What follows belongs to an exercise in optimizing a design on an open flow for small area and few clock cycles per item; a production flow would make more cautious choices. RTL that was checked went through simulation tests only; none was proved equivalent to the original. For run 3, only the layout was checked, not whether the RTL still works. Power and IR drop assume default switching activity.

**design.v**
```verilog
package vtrs_pkg;
  localparam logic [7:0] CH_SLASH = 8'h2F;
  localparam logic [7:0] CH_COLON = 8'h3A;
  localparam logic [7:0] CH_QUOTE = 8'h27;
  localparam logic [7:0] CH_SPACE = 8'h20;
  localparam logic [7:0] CH_TAB   = 8'h09;
  localparam logic [7:0] CH_LF    = 8'h0A;
  localparam logic [7:0] CH_CR    = 8'h0D;
  localparam logic [7:0] CH_ZERO  = 8'h30;
  localparam logic [7:0] CH_NINE  = 8'h39;
endpackage
module vtrs_ring #(
  parameter int TAP0 = 0,
  parameter int TAP1 = 8,
  parameter int TAP2 = 16,
  parameter int TAP3 = 24
) (
  input  logic       clk_i,
  input  logic       wr_i,
  input  logic [7:0] byte_i,
  input  logic [1:0] rd_sel_i,
  output logic [7:0] rd_byte_o
);
  logic [30:0][7:0] ring_q;
  always_ff @(posedge clk_i) begin
    ring_q <= {ring_q[29:0], wr_i ? byte_i : ring_q[30]};
  end
  always_comb begin
    unique case (rd_sel_i)
      2'd0:    rd_byte_o = ring_q[TAP0];
      2'd1:    rd_byte_o = ring_q[TAP1];
      2'd2:    rd_byte_o = ring_q[TAP2];
      default: rd_byte_o = ring_q[TAP3];
    endcase
  end
endmodule
module view_tag_record_scanner (
  input  logic        clk_i,
  input  logic        rst_ni,
  input  logic        in_valid_i,
  output logic        in_ready_o,
  input  logic [7:0]  in_text_byte_i,
  input  logic        in_end_of_data_i,
  output logic        out_valid_o,
  input  logic        out_ready_i,
  output logic [1:0]  out_item_kind_o,
  output logic [7:0]  out_char_code_o,
  output logic [31:0] out_channel_o,
  output logic        out_is_signed_o,
  output logic        out_is_integer_o,
  output logic        out_last_o
);
  localparam logic [3:0] S_IDLE  = 4'd0;
  localparam logic [3:0] S_T1    = 4'd1;
  localparam logic [3:0] S_T2    = 4'd2;
  localparam logic [3:0] S_T3    = 4'd3;
  localparam logic [3:0] S_T4    = 4'd4;
  localparam logic [3:0] S_T5    = 4'd5;
  localparam logic [3:0] S_T6    = 4'd6;
  localparam logic [3:0] S_SL    = 4'd7;
  localparam logic [3:0] S_COLON = 4'd8;
  localparam logic [3:0] S_NAME  = 4'd9;
  localparam logic [3:0] S_SKA   = 4'd10;   
  localparam logic [3:0] S_SKN   = 4'd11;   
  localparam logic [3:0] S_SK2   = 4'd12;   
  localparam logic [3:0] S_PARAM = 4'd13;
  localparam logic [3:0] S_NUM   = 4'd14;
  logic [7:0] b;
  assign b = in_text_byte_i;
  logic [3:0]  st_q;
  logic        sgn_q, intg_q;
  logic [4:0]  nlen_q, nfpos_q, plen_q, pfpos_q;
  logic        nstop_q, pstop_q;
  logic [31:0] acc_q;
  logic        bad_q, nz_q;
  logic        fv_q, fk1_q, fk0_q;
  logic [4:0]  fpos_q, fcnt_q;
  logic        fsgn_q, fintg_q;
  logic        ov_q, ok1_q, ok0_q;
  logic [7:0]  ochar_q;
  logic is_quote, is_sep, is_digit, is_zero, let_ok;
  logic [7:0] lc, exp_let;
  assign is_quote = b == vtrs_pkg::CH_QUOTE;
  assign is_sep   = is_quote || (b == vtrs_pkg::CH_SPACE) || (b == vtrs_pkg::CH_TAB) ||
                    (b == vtrs_pkg::CH_LF) || (b == vtrs_pkg::CH_CR);
  assign is_digit = (b >= vtrs_pkg::CH_ZERO) && (b <= vtrs_pkg::CH_NINE);
  assign is_zero  = b == 8'h00;
  assign lc       = b | 8'h20;
  always_comb begin
    unique case (st_q[2:0])
      3'd1:    exp_let = intg_q ? 8'h6F : 8'h69;
      3'd2:    exp_let = intg_q ? 8'h6E : (sgn_q ? 8'h67 : 8'h65);
      3'd3:    exp_let = intg_q ? 8'h74 : (sgn_q ? 8'h6E : 8'h77);
      3'd4:    exp_let = 8'h72;
      3'd5:    exp_let = 8'h6F;
      default: exp_let = 8'h6C;
    endcase
  end
  assign let_ok = lc == exp_let;
  localparam logic [4:0] N_TAP0 = 5'd0;
  localparam logic [4:0] N_TAP1 = 5'd8;
  localparam logic [4:0] N_TAP2 = 5'd16;
  localparam logic [4:0] N_TAP3 = 5'd24;
  localparam logic [4:0] P_TAP0 = 5'd6;
  localparam logic [4:0] P_TAP1 = 5'd14;
  localparam logic [4:0] P_TAP2 = 5'd22;
  localparam logic [4:0] P_TAP3 = 5'd29;
  logic [4:0] fpos_rot, nfpos_rot, pfpos_rot;
  logic       f_name, f_param, coll, o_free, f_tap, load, o_end_go;
  assign fpos_rot  = (fpos_q == 5'd30) ? 5'd0 : fpos_q + 5'd1;
  assign nfpos_rot = (nfpos_q == 5'd30) ? 5'd0 : nfpos_q + 5'd1;
  assign pfpos_rot = (pfpos_q == 5'd30) ? 5'd0 : pfpos_q + 5'd1;
  assign f_name  = fv_q && !fk1_q && !fk0_q;
  assign f_param = fv_q && fk0_q;
  assign coll    = fpos_rot < fcnt_q;
  assign o_free  = !ov_q || out_ready_i;
  assign f_tap   = fk0_q ? (((fpos_q[2:0] == 3'd6) && (fpos_q[4:3] != 2'd3)) || (fpos_q == 5'd29))
                         : (fpos_q[2:0] == 3'd0);
  assign load    = fv_q && o_free && (fk1_q || f_tap);
  assign o_end_go = ov_q && ok1_q && out_ready_i;
  logic rec_ok, n_take, p_take, n_wr, p_wr, hold, accept, start;
  assign rec_ok = (nlen_q != 5'd0) && !bad_q && nz_q;
  assign n_take = (st_q == S_NAME) && !is_sep && !nstop_q && !is_zero;
  assign p_take = (st_q == S_PARAM) && !is_sep && !pstop_q && !is_zero;
  always_comb begin
    hold = 1'b0;
    if (n_take) begin
      hold = ((nlen_q != 5'd0) && (nfpos_q + 5'd1 != nlen_q)) || (f_name && coll);
    end
    if (p_take) begin
      hold = ((plen_q != 5'd0) && (pfpos_q + 5'd1 != plen_q)) || (f_param && coll);
    end
    if ((st_q == S_SKA) && is_quote && !intg_q && f_name) begin
      hold = 1'b1;
    end
    if ((st_q == S_NUM) && (is_digit || is_quote) && (fv_q || ov_q)) begin
      hold = 1'b1;
    end
  end
  assign in_ready_o = !hold;
  assign accept = in_valid_i && !hold;
  assign n_wr   = accept && n_take;
  assign p_wr   = accept && p_take;
  assign start  = accept && (st_q == S_NUM) && is_quote && rec_ok;
  logic [35:0] acc_next;
  logic [1:0]  half_lo;
  logic [34:0] acc5;
  assign half_lo  = b[3] ? 2'b11 : b[2:1];
  assign acc5     = {1'b0, acc_q, half_lo} + {3'b000, acc_q} + {34'd0, b[3]};
  assign acc_next = {acc5, b[0]};
  always_ff @(posedge clk_i or negedge rst_ni) begin
    if (!rst_ni) begin
      st_q <= S_IDLE;
    end else if (accept) begin
      if (in_end_of_data_i) begin
        st_q <= S_IDLE;
      end else begin
        unique case (st_q)
          S_IDLE:  st_q <= (b == vtrs_pkg::CH_SLASH) ? S_SL : S_IDLE;
          S_SL:    st_q <= ((lc == 8'h76) || (lc == 8'h73) || (lc == 8'h63)) ? S_T1 : S_IDLE;
          S_COLON: st_q <= (b == vtrs_pkg::CH_COLON) ? S_NAME : S_IDLE;
          S_NAME:  st_q <= is_sep ? S_SKA : S_NAME;
          S_SKA:   st_q <= !is_quote ? S_SKA : (intg_q ? S_NUM : S_PARAM);
          S_PARAM: st_q <= !is_sep ? S_PARAM : (is_quote ? S_SKN : S_SK2);
          S_SK2:   st_q <= is_quote ? S_SKN : S_SK2;
          S_SKN:   st_q <= is_quote ? S_NUM : S_SKN;
          S_NUM:   st_q <= is_quote ? S_IDLE : S_NUM;
          default: begin
            if (!let_ok) begin
              st_q <= S_IDLE;
            end else if (intg_q ? (st_q[2:0] == 3'd6) : (st_q[2:0] == 3'd3)) begin
              st_q <= S_COLON;
            end else begin
              st_q <= st_q + 4'd1;
            end
          end
        endcase
      end
    end
  end
  always_ff @(posedge clk_i) begin
    if (accept && (st_q == S_SL)) begin
      sgn_q  <= lc == 8'h73;
      intg_q <= lc == 8'h63;
    end
    if (st_q == S_COLON) begin
      nlen_q  <= 5'd0;
      nstop_q <= 1'b0;
    end else if (accept && n_take) begin
      nlen_q  <= nlen_q + 5'd1;
      nstop_q <= nlen_q == 5'd30;
    end else if (accept && (st_q == S_NAME) && is_zero) begin
      nstop_q <= 1'b1;
    end
    nfpos_q <= (n_wr && (nlen_q == 5'd0)) ? 5'd0 : nfpos_rot;
    if (accept && (st_q == S_SKA) && is_quote && !intg_q) begin
      plen_q  <= 5'd0;
      pstop_q <= 1'b0;
    end else if (accept && p_take) begin
      plen_q  <= plen_q + 5'd1;
      pstop_q <= plen_q == 5'd30;
    end else if (accept && (st_q == S_PARAM) && is_zero) begin
      pstop_q <= 1'b1;
    end
    pfpos_q <= (p_wr && (plen_q == 5'd0)) ? 5'd0 : pfpos_rot;
    if ((!fv_q && !ov_q && (st_q != S_NUM)) || o_end_go) begin
      acc_q <= 32'd0;
      nz_q  <= 1'b0;
    end else if (accept && (st_q == S_NUM) && is_digit) begin
      acc_q <= acc_next[31:0];
      nz_q  <= nz_q || (b[3:0] != 4'd0);
    end
    if (st_q != S_NUM) begin
      bad_q <= 1'b0;
    end else if (accept && !is_quote && (!is_digit || (acc_next[35:32] != 4'd0))) begin
      bad_q <= 1'b1;
    end
  end
  logic [7:0] n_byte, p_byte;
  vtrs_ring #(
    .TAP0 (N_TAP0),
    .TAP1 (N_TAP1),
    .TAP2 (N_TAP2),
    .TAP3 (N_TAP3)
  ) u_name (
    .clk_i     (clk_i),
    .wr_i      (n_wr),
    .byte_i    (b),
    .rd_sel_i  (fpos_q[4:3]),
    .rd_byte_o (n_byte)
  );
  vtrs_ring #(
    .TAP0 (P_TAP0),
    .TAP1 (P_TAP1),
    .TAP2 (P_TAP2),
    .TAP3 (P_TAP3)
  ) u_param (
    .clk_i     (clk_i),
    .wr_i      (p_wr),
    .byte_i    (b),
    .rd_sel_i  (fpos_q[4:3]),
    .rd_byte_o (p_byte)
  );
  always_ff @(posedge clk_i or negedge rst_ni) begin
    if (!rst_ni) begin
      fv_q <= 1'b0;
    end else if (start) begin
      fv_q <= 1'b1;
    end else if (load && fk1_q) begin
      fv_q <= 1'b0;
    end
  end
  always_ff @(posedge clk_i) begin
    if (start) begin
      fk1_q   <= 1'b0;
      fk0_q   <= 1'b0;
      fpos_q  <= nfpos_rot;
      fcnt_q  <= nlen_q;
      fsgn_q  <= sgn_q;
      fintg_q <= intg_q;
    end else if (load) begin
      if (fcnt_q != 5'd1) begin
        fcnt_q <= fcnt_q - 5'd1;
      end else if (!fk0_q && !fintg_q && (plen_q != 5'd0)) begin
        fk0_q  <= 1'b1;
        fpos_q <= pfpos_rot;
        fcnt_q <= plen_q;
      end else begin
        fk1_q <= 1'b1;
        fk0_q <= 1'b0;
      end
    end else begin
      fpos_q <= fpos_rot;
    end
  end
  always_ff @(posedge clk_i or negedge rst_ni) begin
    if (!rst_ni) begin
      ov_q <= 1'b0;
    end else if (load) begin
      ov_q <= 1'b1;
    end else if (out_ready_i) begin
      ov_q <= 1'b0;
    end
  end
  always_ff @(posedge clk_i) begin
    if (load) begin
      ok1_q   <= fk1_q;
      ok0_q   <= fk0_q;
      ochar_q <= fk1_q ? 8'h00 : (fk0_q ? p_byte : n_byte);
    end
  end
  assign out_valid_o      = ov_q;
  assign out_item_kind_o  = {ok1_q, ok0_q};
  assign out_char_code_o  = ochar_q;
  assign out_channel_o    = ok1_q ? acc_q : 32'd0;
  assign out_is_signed_o  = fsgn_q;
  assign out_is_integer_o = fintg_q;
  assign out_last_o       = ok1_q;
endmodule
```
**flow/run.sh**
```bash
#!/bin/bash
# Standard layout, with clock tree synthesis told not to add dummy loads and
# the port buffers made with the smallest buffer cell.
# Each tool's full output stays in orfs/logs; make's own output goes to standard.log.
set -euo pipefail
bash standard.sh \
  CTS_ARGS="-sink_clustering_enable -repair_clock_nets -sink_clustering_size 35 -sink_clustering_max_diameter 80 -dont_use_dummy_load" \
  BUFFER_PORTS_ARGS="-buffer_cell sky130_fd_sc_hd__buf_1" \
  finish > standard.log 2>&1
```
**standard.sh**
```bash
#!/bin/bash
# synth_recipe.tcl (not shown) runs the flow's synth.tcl, then flattens the netlist and writes it again
# the make line also repeats each setting of config.mk as NAME=value (left out here)
make -C /OpenROAD-flow-scripts/flow DESIGN_CONFIG=/design/flow/config.mk WORK_HOME=/design/flow/orfs CLKGATE_MAP_FILE= SYNTH_SCRIPT=/design/flow/synth_recipe.tcl "${@:-finish}"
```
**config.mk**
```make
export PLATFORM = sky130hd
export DESIGN_NAME = view_tag_record_scanner
export DESIGN_NICKNAME = view_tag_record_scanner
export VERILOG_FILES = /design/flow/design.v
export SDC_FILE = /design/flow/constraint.sdc
export NUM_CORES = 4
export LEC_CHECK = 0
export CAP_MARGIN = 20
export CORE_MARGIN = 2
export CORE_UTILIZATION = 40
export CTS_CLUSTER_DIAMETER = 80
export CTS_CLUSTER_SIZE = 35
export SLEW_MARGIN = 20
```
**constraint.sdc**
```tcl
create_clock -name core_clock -period 5.0 [get_ports {clk_i}]
set_input_delay 1.0000 -clock core_clock [delete_from_list [all_inputs] [get_ports {clk_i}]]
set_output_delay 1.0000 -clock core_clock [all_outputs]
set_load 0.01 [all_outputs]
```
==> results of run 1 <==
-- layout by cell type, fill, tap and decap left out, drive strengths merged, types with 4 or more instances in the layout --
master	count
o211ai	9
ha	59
edfxtp	24
and3	11
a211o	4
or2	5
a211oi	6
a31oi	11
dfxtp	554
nand2b	9
o41ai	4
nor3	20
nand2	92
mux2i	16
xnor2	32
inv	32
clkbuf	25
mux4	16
nor3b	9
o21a	7
dfrtp	6
nand4	12
xor2	19
nor4b	5
a21oi	75
mux2	14
nor2b	11
and2	39
o21ai	52
a221oi	4
nand3	22
o31ai	4
nor2	76
or3	9
buf	72
a21o	17
-- state kept, by name (all words and copies together) (netlist names), 8 cells and up --
| register | flops |
|---|---|
| acc_q | 32 |
| u_name.ring_q | 248 |
| u_param.ring_q | 248 |
| ochar_q | 8 |
-- per-layer routing --
| metal | share of wire (%) | track usage (%) | up-vias |
|---|---|---|---|
| met4 | 2.1 | 3.352 | 0 |
| met3 | 4.0 | 2.089 | 43 |
| met5 | 0 | 0 | - |
| li1 | - | - | 4839 |
| met2 | 41 | 20.17 | 167 |
| met1 | 53 | 20.65 | 4594 |
-- kinds of logic after synthesis --
kind of cell	Yosys count	share of synthesized area (%)
fa+ha+maj	61	4.447
buf+inv	78	1.973
mux	46	3.875
xor+xnor	55	3.088
compound gates	223	8.171
simple gates	341	10.10
flops	584	68.34
-- power by group --
group | leakage, µW | total, µW | switching [µW] | internal, µW
sequential | 0.00481 | 4800 | 67.2 | 4730
combinational | 0.00236 | 330 | 164 | 166
clock | 0.000308 | 2210 | 1320 | 898
total | 0.00747 | 7340 | 1550 | 5790
-- final timing paths --
kind	start	to	slack, ns	cells past startpoint
worst max-delay path	fpos_q[0]	in_ready_o	0.58	12
worst max register to register	fpos_q[0]	sgn_q	1.05	13
max in group asynchronous	rst_ni	st_q[0]	4.37	1
worst min register to register	u_param.ring_q[3]	u_param.ring_q[11]	0.30	0
worst min-delay path	u_param.ring_q[3]	u_param.ring_q[11]	0.30	0
min in group asynchronous	rst_ni	ov_q	0.32	1
-- area by class of cell --
type / instances / area, µm² / share of cell area [%]
clock buffers: 25 / 625.6 / 3.301
inverters: 32 / 120.1 / 0.6337
multi-input cells: 726 / 5196 / 27.41
flip-flops and latches: 584 / 11960 / 63.11
well taps: 585 / 732.0 / 3.862
repair buffers: 72 / 319.1 / 1.683
-- critical path, stage by stage (launching register included) --
cell and delay (ns):
edfxtp_1 0.48, inv_1 0.15, ha_1 0.28, a22oi_1 0.11
o21ai_0 0.19, o41ai_1 0.15, ha_1 0.35, o211a_1 0.13
o21ai_0 0.15, a31oi_1 0.23, nor2_2 0.08, nor2_1 0.35
buf_1 0.22
-- per-stage QoR --
step / std cells / utilization (%) / power, µW / worst slack (ns) / cell area (µm²)
4_1_cts: 2024 / 43.91 / 7407 / 0.5972 / 18950
2_1_floorplan: 1388 / - / 5144 / 1.201 / 17500
5_1_grt: 2024 / 43.91 / 7603 / 0.3535 / 18950
3_3_place_gp: 1999 / 42.45 / 5221 / 0.6473 / 18330
6_report: 2024 / 43.91 / 7339 / 0.5751 / 18950
3_5_place_dp: 1999 / 42.46 / 5225 / 0.6525 / 18330
==> run notes, run 1 <==
status complete, no violations; Bufs on Longest Clock Path 3; Fin. Hold Viols 0; Worst EP arrival 3.42 ns; Starting Density 40.54%; Post-CTS Setup Inserts 0; post-synth top area share 63.37%; via/cell ratio 4.764; TritonCTS clock tree yes; DPL Wire Length 20770 µm; Post-synth EDFFs 24; number of global-route vias before repair 8952; wire length after detailed routing 30830 µm; die height 213.2 µm; Die Span X about 210 µm; Area contributors post-synth dfxtp_1 63%, ha_1 4.2%, edfxtp_1 4.1%; share of cells above drive strength 1 about 6.0%; fillcell total 3951; Total Nets Final between 1500 and 2000; ANT cells 0; Seq cells post-synth slightly below 600; Power Dens Cells 387.2 nW/µm²; DR pass1 iterations 5; register area share after synthesis 68.34%; initial detailed-routing violation count 700; drt drc 0; type of the tightest min-delay check reg2reg; most frequent cell after synthesis dfxtp_1; Crit. End Element output port; setup tns final 0 ns; maxcap violations 0; port bufs 59; Hold WS 0.2952 ns; num ports 60; largest net degree at the start of global routing 37; cells after synthesis 1388; crit share post-route 88.50%; die area 45440 µm²; Congestion Overflow GR 0; Yosys top cell by area dfxtp_1; root buffer cell clkbuf_16; Main synth FF type dfxtp_1; first-pass GRT wire length ~49000 µm; RSZ-0062 raised after global routing false; antenna violations before repair 0; Async SR Flop Fraction 1.027%; total track usage roughly 14%; CTS Hold Bufs 0; worst slew pin tran 0.9226 ns; Crit path required time ~4.0 ns; Fmax achieved approximately 230 MHz; TritonCTS Buffers 25; Netlist cell types between 80 and 90; Sink Count between 500 and 600; gpl congestion 0.8787; WS Path Type reg2out; depth of the CTS H-tree 1; vias post-DR 9643; Final setup viols 0; Rel. slew slack 38.49%; Core Footprint 43170 µm²; Crit Path Max Fanout 6; maximum vdd drop 0.0002660 V; clock skew 0.06515 ns; top cells by count, synth 554 x dfxtp_1, 92 x nand2_1, 75 x a21oi_1, 75 x nor2_1, 59 x ha_1; Layout area overhead 8.300%; num rows 76; Post-DRT Antenna Nets 0; mapped cell area 17500 µm²; yosys warns 3; Slew Limit Fails 0; Net Count, Synth ~1500; Final min period 4.425 ns; Clk Latency, worst-skew pair between 0.5 and 0.6 ns; Syn Area/Cell 12.61 µm²; Clk pin slew, worst setup/hold paths 0.12 ns; routed len/inst approximately 15 µm; startpoint type of the worst setup path register; Post-CTS Resized 0; Leak 0.007475 µW
Testbench counts, summed over its fixed seeds: cycles 42,523, bytes 40,918.
==> inputs of run 2 (changes only) <==
==> flow/run.sh (replaced) <==
#!/bin/bash
# Standard layout, with clock tree synthesis told not to add dummy loads and
# the port buffers made with the smallest buffer cell.
# Each tool's full output stays in orfs/logs; make's own output goes to standard.log.
set -euo pipefail
bash standard.sh \
  CTS_ARGS="-sink_clustering_enable -repair_clock_nets -sink_clustering_size 30 -sink_clustering_max_diameter 80 -dont_use_dummy_load" \
  BUFFER_PORTS_ARGS="-buffer_cell sky130_fd_sc_hd__buf_1" \
  finish > standard.log 2>&1
--- a/config.mk
+++ b/config.mk
@@ -9,5 +9,5 @@
 export CORE_MARGIN = 2
 export CORE_UTILIZATION = 40
 export CTS_CLUSTER_DIAMETER = 80
-export CTS_CLUSTER_SIZE = 35
+export CTS_CLUSTER_SIZE = 30
 export SLEW_MARGIN = 20
==> run notes, run 2 <==
depth of the CTS H-tree 1; CTS Hold Bufs 0; maxcap violations 0; Int Power slightly below 6000 µW; wire length after detailed routing roughly 30000 µm; WS Path Type reg2out; mapped cell area 17500 µm²; Slew Limit Fails 0; Gate power share 4.4%; R2R Setup Slk just over 1 ns; Core Footprint around 43000 µm²; vias post-DR between 9000 and 10000; most common cell after layout, fill and taps aside dfxtp_1; setup tns final 0 ns; Final setup viols 0; worst r2r src fpos_q[0]; gpl congestion 0.8787; hold wc startpoint u_name.ring_q[19]; reg2reg end sgn_q; register area share after synthesis 68.34%; number of global-route vias before repair 8972; switching power 1566 µW; CP max stage cell edfxtp_1; Setup crit end in_ready_o; crit share post-route approximately nine tenths; Seq cells post-synth 584; startpoint type of the worst setup path register; Congestion Overflow GR 0; die height 213.2 µm; top cells by count, synth 554 x dfxtp_1, 92 x nand2_1, 75 x a21oi_1, 75 x nor2_1, 59 x ha_1; Total Nets Final 1518; R2R cell count 13; Area contributors post-synth dfxtp_1 63%, ha_1 4.2%, edfxtp_1 4.1%; Post-DRT Antenna Nets 0; num ports 60; Post-CTS Setup Inserts 0; Clock power frac 31.3%; CP max stage delay 0.48 ns; Clk Latency, worst-skew pair 0.60 ns; pre-CTS setup slack 0.6525 ns; CP Cell Sequence inv_1, ha_1, a22oi_1, o21ai_0, o41ai_1, ha_1, o211a_1, o21ai_0, a31oi_1, nor2_2, nor2_1, buf_1; largest net degree at the start of global routing 37; worst slew pin tran 0.9274 ns; status complete, no violations; most frequent cell after synthesis dfxtp_1; Leak 0.007512 µW; Post-CTS Resized 0; die area 45440 µm²; Post-synth EDFFs 24; Yosys top cell by area dfxtp_1; Final min period 4.446 ns; Sink Count roughly 580; Crit. End Element output port; Netlist cell types between 80 and 90; Bufs on Longest Clock Path 3; maximum vdd drop approximately 0.00028 V; TritonCTS Buffers 28; via/cell ratio 4.788; total track usage 13.69%; type of the tightest min-delay check reg2reg; drt drc 0; post-synth top area share between 60% and 70%; yosys warns 3; Fmax achieved 224.9 MHz; Worst Setup Slack, final about 0.55 ns; antenna violations before repair 0; clock skew 0.07998 ns; Crit Path Max Fanout 6; Async SR Flop Fraction 1.027%; Fin. Hold Viols 0; Clk pin slew, worst setup/hold paths 0.10 ns; Rel. slew slack 38.17%; Syn Area/Cell between 10 and 15 µm²; root buffer cell clkbuf_16; port bufs 59; ANT cells 0; Die Span X 213.2 µm; RSZ-0062 raised after global routing false; TritonCTS clock tree yes; Net Count, Synth 1462; register share of total power ~64%; Layout area overhead 8.729%; Net Sw Frac between 20% and 30%; first-pass GRT wire length 49330 µm; DR pass1 iterations 5; DPL Wire Length slightly above 20000 µm; cells after synthesis roughly 1400; Worst EP arrival 3.45 ns; share of cells above drive strength 1 6.172%; Main synth FF type dfxtp_1; Starting Density around 41%; num rows 76; top flop regs u_name.ring_q (248), u_param.ring_q (248), acc_q (32); routed len/inst 15.22 µm; Total Power 7456 µW; initial detailed-routing violation count between 800 and 900; Power Dens Cells 391.8 nW/µm²; most frequent cells in the layout 554 x dfxtp_1, 92 x nand2_1, 75 x nor2_1, 75 x a21oi_1; crit path from fpos_q[0]; Crit path required time 4.00 ns
-- run 2: cell counts after synthesis --
No cell type changed its count.
-- run 2: power groups by stage --
stage	clock network [µW]	logic (µW)	registers (µW)
after floorplan	0	261	4880
after global placement	0	324	4900
after detailed placement	0	326	4900
after CTS	2410	329	4790
after global routing	2580	365	4800
final	2330	328	4790
-- run 2: metal layers --
metal | vias to the layer above | wire length (µm) | track usage, % | part of all wire (%)
met5 | - | 0 | 0 | 0
met2 | 201 | 12680 | 20.04 | 41
met3 | 42 | 1250 | 2.103 | 4.1
met1 | 4611 | 16230 | 20.92 | 53
met4 | 0 | 676 | 3.640 | 2.2
li1 | 4852 | - | - | -
-- run 2: cells by family after synthesis --
kind of cell / after synthesis / synth area share (%)
mux: 46 / 3.875
buf+inv: 78 / 1.973
simple gates: 341 / 10.10
compound gates: 223 / 8.171
flops: 584 / 68.34
xor+xnor: 55 / 3.088
fa+ha+maj: 61 / 4.447
-- run 2: area by class of cell --
cell class / count / area [µm²]
multi-input combinational: 726 / 5196
tap: 585 / 732.0
fill: 3947 / 24140
clock buffer: 28 / 700.7
inverter: 32 / 120.1
timing repair buffer: 72 / 319.1
sequential: 584 / 11960
-- run 2: worst min-delay path by stage --
| stage | endpoint | cells after the start |
|---|---|---|
| final | u_name.ring_q[27] | 0 |
| after global routing | u_name.ring_q[102] | 0 |
| after CTS | u_name.ring_q[90] | 0 |
| after detailed placement | u_name.ring_q[18] | 0 |
| after global placement | u_name.ring_q[98] | 0 |
| after floorplan | u_name.ring_q[100] | 0 |
-- run 2: critical path: cells and delay by family (launching register included) --
family | cells | cell delay, ns
compound gates | 6 | 0.94
fa+ha+maj | 2 | 0.62
flops | 1 | 0.48
simple gates | 2 | 0.45
buf+inv | 2 | 0.37
-- run 2: metrics by stage --
step / utilization, % / instances / cell area, µm² / hold slack, ns
2_1_floorplan: - / 1388 / 17500 / 0.3096
3_3_place_gp: 42.45 / 1999 / 18330 / 0.3097
3_5_place_dp: 42.46 / 1999 / 18330 / 0.3121
4_1_cts: 44.08 / 2027 / 19030 / 0.2838
5_1_grt: 44.08 / 2027 / 19030 / 0.2852
6_report: 44.08 / 2027 / 19030 / 0.2779
==> inputs of run 3 (changes only) <==
--- a/design.v
+++ b/design.v
@@ -105,20 +105,30 @@
   localparam logic [4:0] P_TAP1 = 5'd14;
   localparam logic [4:0] P_TAP2 = 5'd22;
   localparam logic [4:0] P_TAP3 = 5'd29;
+  logic rec_ok, n_take, p_take, n_wr, p_wr, hold, accept, start;
   logic [4:0] fpos_rot, nfpos_rot, pfpos_rot;
   logic       f_name, f_param, coll, o_free, f_tap, load, o_end_go;
-  assign fpos_rot  = (fpos_q == 5'd30) ? 5'd0 : fpos_q + 5'd1;
+  logic       fv_e, fk1_e, fk0_e, fintg_e;
+  logic [4:0] fpos_e, fcnt_e;
+  assign fv_e    = fv_q || start;
+  assign fk1_e   = fk1_q && !start;
+  assign fk0_e   = fk0_q && !start;
+  assign fintg_e = start ? intg_q : fintg_q;
+  assign fpos_e  = start ? nfpos_q : fpos_q;
+  assign fcnt_e  = start ? nlen_q : fcnt_q;
+  assign fpos_rot  = (fpos_e == 5'd30) ? 5'd0 : fpos_e + 5'd1;
   assign nfpos_rot = (nfpos_q == 5'd30) ? 5'd0 : nfpos_q + 5'd1;
   assign pfpos_rot = (pfpos_q == 5'd30) ? 5'd0 : pfpos_q + 5'd1;
   assign f_name  = fv_q && !fk1_q && !fk0_q;
   assign f_param = fv_q && fk0_q;
-  assign coll    = fpos_rot < fcnt_q;
+  logic [4:0] fpos_q_rot;
+  assign fpos_q_rot = (fpos_q == 5'd30) ? 5'd0 : fpos_q + 5'd1;
+  assign coll    = fpos_q_rot < fcnt_q;
   assign o_free  = !ov_q || out_ready_i;
-  assign f_tap   = fk0_q ? (((fpos_q[2:0] == 3'd6) && (fpos_q[4:3] != 2'd3)) || (fpos_q == 5'd29))
-                         : (fpos_q[2:0] == 3'd0);
-  assign load    = fv_q && o_free && (fk1_q || f_tap);
+  assign f_tap   = fk0_e ? (((fpos_e[2:0] == 3'd6) && (fpos_e[4:3] != 2'd3)) || (fpos_e == 5'd29))
+                         : (fpos_e[2:0] == 3'd0);
+  assign load    = fv_e && o_free && (fk1_e || f_tap);
   assign o_end_go = ov_q && ok1_q && out_ready_i;
-  logic rec_ok, n_take, p_take, n_wr, p_wr, hold, accept, start;
   assign rec_ok = (nlen_q != 5'd0) && !bad_q && nz_q;
   assign n_take = (st_q == S_NAME) && !is_sep && !nstop_q && !is_zero;
   assign p_take = (st_q == S_PARAM) && !is_sep && !pstop_q && !is_zero;
@@ -226,7 +236,7 @@
     .clk_i     (clk_i),
     .wr_i      (n_wr),
     .byte_i    (b),
-    .rd_sel_i  (fpos_q[4:3]),
+    .rd_sel_i  (fpos_e[4:3]),
     .rd_byte_o (n_byte)
   );
   vtrs_ring #(
@@ -238,30 +248,29 @@
     .clk_i     (clk_i),
     .wr_i      (p_wr),
     .byte_i    (b),
-    .rd_sel_i  (fpos_q[4:3]),
+    .rd_sel_i  (fpos_e[4:3]),
     .rd_byte_o (p_byte)
   );
   always_ff @(posedge clk_i or negedge rst_ni) begin
     if (!rst_ni) begin
       fv_q <= 1'b0;
-    end else if (start) begin
-      fv_q <= 1'b1;
-    end else if (load && fk1_q) begin
-      fv_q <= 1'b0;
+    end else begin
+      fv_q <= fv_e && !(load && fk1_e);
     end
   end
   always_ff @(posedge clk_i) begin
     if (start) begin
-      fk1_q   <= 1'b0;
-      fk0_q   <= 1'b0;
-      fpos_q  <= nfpos_rot;
-      fcnt_q  <= nlen_q;
       fsgn_q  <= sgn_q;
       fintg_q <= intg_q;
-    end else if (load) begin
-      if (fcnt_q != 5'd1) begin
-        fcnt_q <= fcnt_q - 5'd1;
-      end else if (!fk0_q && !fintg_q && (plen_q != 5'd0)) begin
+    end
+    fk1_q  <= fk1_e;
+    fk0_q  <= fk0_e;
+    fcnt_q <= fcnt_e;
+    fpos_q <= fpos_e;
+    if (load) begin
+      if (fcnt_e != 5'd1) begin
+        fcnt_q <= fcnt_e - 5'd1;
+      end else if (!fk0_e && !fintg_e && (plen_q != 5'd0)) begin
         fk0_q  <= 1'b1;
         fpos_q <= pfpos_rot;
         fcnt_q <= plen_q;
@@ -284,9 +293,9 @@
   end
   always_ff @(posedge clk_i) begin
     if (load) begin
-      ok1_q   <= fk1_q;
-      ok0_q   <= fk0_q;
-      ochar_q <= fk1_q ? 8'h00 : (fk0_q ? p_byte : n_byte);
+      ok1_q   <= fk1_e;
+      ok0_q   <= fk0_e;
+      ochar_q <= fk1_e ? 8'h00 : (fk0_e ? p_byte : n_byte);
     end
   end
   assign out_valid_o      = ov_q;
==> run notes, run 3 <==
main combinational cell family by area after synthesis compound AO/OA/AOI/OAI gates; Post-synth EDFFs 13; maximum vdd drop 0.0002695 V; via/cell ratio around 4.9; Core Footprint 44030 µm²; DR pass1 iterations 5; Clk Latency, worst-skew pair 0.60 ns; Rel. slew slack between 30% and 40%; Final setup viols 0; status complete, no violations; CP max stage cell mux2i_4; Net Count, Synth 1540; die height between 200 and 250 µm; simple-gate share of the synthesized area 9.987%; Slew Limit Fails 0; number of global-route vias before repair slightly above 10000; depth of the CTS H-tree 1; compound-cell area share of the yosys netlist 10.16%; Post-CTS Setup Inserts 0; startpoint type of the worst setup path register; Bufs on Longest Clock Path 3; num rows 77; die area 46120 µm²; most frequent cells in the layout 565 x dfxtp_1, 113 x nand2_1, 77 x nor2_1; Power Dens Cells 390.5 nW/µm²; first-pass GRT wire length 56370 µm; TritonCTS Buffers 28; yosys warns 3; maxcap violations 0; Post-DRT Antenna Nets 0; wire length after detailed routing 35450 µm; Leak 0.007684 µW; Main synth FF type dfxtp_1; Clk pin slew, worst setup/hold paths 0.10 ns; multiplexer share of the synthesized area 3.648%; Worst EP arrival 4.85 ns; most common cell after layout, fill and taps aside dfxtp_1; Worst path top cell family by delay multiplexers; CP Cell Sequence inv_1, ha_1, a22oi_1, o21ai_0, o21ai_0, ha_1, o21ai_0, nor2_1, nor4b_1, o21bai_4, nand4_4, mux2i_4, mux4_2, a22o_1; Crit. End Element register; vias post-DR 10410; mapped cell area about 18000 µm²; TritonCTS clock tree yes; Multi-input gate area 5528 µm²; Fmax achieved 222.0 MHz; clock skew ~0.066 ns; Netlist cell types 94; largest net degree at the start of global routing 36; hold depth 0; Congestion Overflow GR 0; post-synth top area share 63.67%; gpl congestion ~0.87; Syn Area/Cell between 10 and 15 µm²; top cells by count, synth 565 x dfxtp_1, 113 x nand2_1, 77 x nor2_1; drt drc 0; cell area after layout 19380 µm²; Area contributors post-synth dfxtp_1 64%, ha_1 4.1%, nand2_1 2.4%; WP buf/inv 1; port bufs 59; Die Span X 214.7 µm; R2R cell count 14; most used cell, CP o21ai_0; ANT cells 0; worst slew pin tran 0.9933 ns; Crit path required time 5.34 ns; routed len/inst 16.72 µm; Post-Synth XOR/XNOR Area 3.021%; Crit Path Max Fanout 17; share of cells above drive strength 1 6.741%; crit share post-route 90.09%; antenna violations before repair 1; fillcell total 4055; CTS Hold Bufs 0; Yosys top cell by area dfxtp_1; Sink Count 584; RSZ-0062 raised after global routing false; top flop regs u_name.ring_q (248), u_param.ring_q (248), acc_q (32); Post-CTS Resized 0; setup tns final 0 ns; Layout area overhead 9.064%; Post-Synth Adder-Cell Area between 4 and 5%; Total Nets Final 1602; Final min period 4.505 ns; CP Depth 14; CP max stage delay 0.63 ns; Seq cells post-synth 584; root buffer cell clkbuf_16; Async SR Flop Fraction 1.027%; type of the tightest min-delay check reg2reg; Fin. Hold Viols 0; register area share after synthesis 66.71%; total track usage 15.33%; Starting Density 40.35%; initial detailed-routing violation count 713; cells after synthesis 1468; most frequent cell after synthesis dfxtp_1; DPL Wire Length between 20000 and 30000 µm; FF+latch area between 10000 and 15000 µm²; placed cell areas 18680 µm²; WS Path Type reg2reg; num ports 60
-- run 3: layer usage --
metal	track usage [%]	wire length [µm]
met4	4.074	750
met2	24.05	15430
met5	0	0
met1	22.15	17860
met3	2.222	1409
-- run 3: kinds of logic (layout without fill, tap and decap cells) --
logic type	after synthesis	after routing
buf+inv	90	150
fa+ha+maj	59	59
flops	584	584
simple gates	348	348
xor+xnor	58	58
mux	59	59
compound gates	270	270
-- run 3: final cells by class --
| class | instances | area share, % |
|---|---|---|
| Clock buffer | 28 | 3.616 |
| Multi-Input combinational cell | 794 | 28.53 |
| Sequential cell | 584 | 61.17 |
| Timing Repair Buffer | 85 | 2.150 |
| Tap cell | 592 | 3.823 |
| Inverter | 37 | 0.7168 |
-- run 3: per-stage QoR --
step	hold WS (ns)	worst slack (ns)	power, µW	instances	util [%]
3_5_place_dp	0.3121	0.5297	5345	2092	42.42
4_1_cts	0.2944	0.5201	7644	2120	44.01
3_3_place_gp	0.3097	0.5323	5337	2092	42.42
2_1_floorplan	0.3096	0.9108	5232	1468	-
6_report	0.2900	0.4954	7567	2120	44.01
5_1_grt	0.2970	0.1794	7861	2120	44.01
-- run 3: path summary, 6_finish.rpt --
| path | startpoint | endpoint | slack, ns |
|---|---|---|---|
| setup / recovery | fpos_q[0] | ochar_q[3] | 0.50 |
| hold / removal | u_name.ring_q[59] | u_name.ring_q[67] | 0.29 |
| setup reg to reg | fpos_q[0] | ochar_q[3] | 0.50 |
| hold reg to reg | u_name.ring_q[59] | u_name.ring_q[67] | 0.29 |
| max in group asynchronous | rst_ni | ov_q | 4.32 |
| min in group asynchronous | rst_ni | st_q[1] | 0.36 |
-- run 3: worst reg2reg max path: cells and delay by family (launching register included) --
| kind | cells | cell delay, ns |
|---|---|---|
| flops | 1 | 0.47 |
| simple gates | 3 | 1.00 |
| buf+inv | 1 | 0.10 |
| compound gates | 6 | 0.95 |
| fa+ha+maj | 2 | 0.54 |
| mux | 2 | 1.22 |
-- run 3: report_power, final --
group,internal (µW),switching (µW)
registers,4730,121
clock network,996,1330
logic,180,209

afterwards: timing with drivers on the ports:
No port has a modelled driver above. Below, the same layouts with a new extraction and two added sets of constraints. Step 1 (the two cells are an assumption about what drives the block):
set clk [get_ports {clk_i}]
set_driving_cell -lib_cell sky130_fd_sc_hd__clkbuf_16 $clk
set_driving_cell -lib_cell sky130_fd_sc_hd__buf_2 [delete_from_list [all_inputs] $clk]
Step 2 adds t to the input delays and takes it off the output delays; t is the mean of the earliest and latest rising clock arrival at the registers after step 1. Input paths then give back, and output paths get back, about the clock's delay inside the block. Slacks: no drivers / after step 1 / after step 2; pairs: no drivers / after step 1.
run	t (ns)	setup slack, ns	hold slack, ns	worst slew at a driven data input, ns	cell pins on the clock port's net
run 1	0.607	0.575 / 0.519 / 0.618	0.295 / 0.286 / 0.295	0.06	1
run 2	0.613	0.554 / 0.499 / 0.615	0.278 / 0.278 / 0.278	0.06	1
run 3	0.621	0.495 / 0.475 / 0.483	0.290 / 0.290 / 0.290	0.05	1
After both steps setup and hold are still met in every run listed. The setup slack of run 3, which loses most, moves by -0.020 ns with the drivers and by -0.012 ns with both steps.
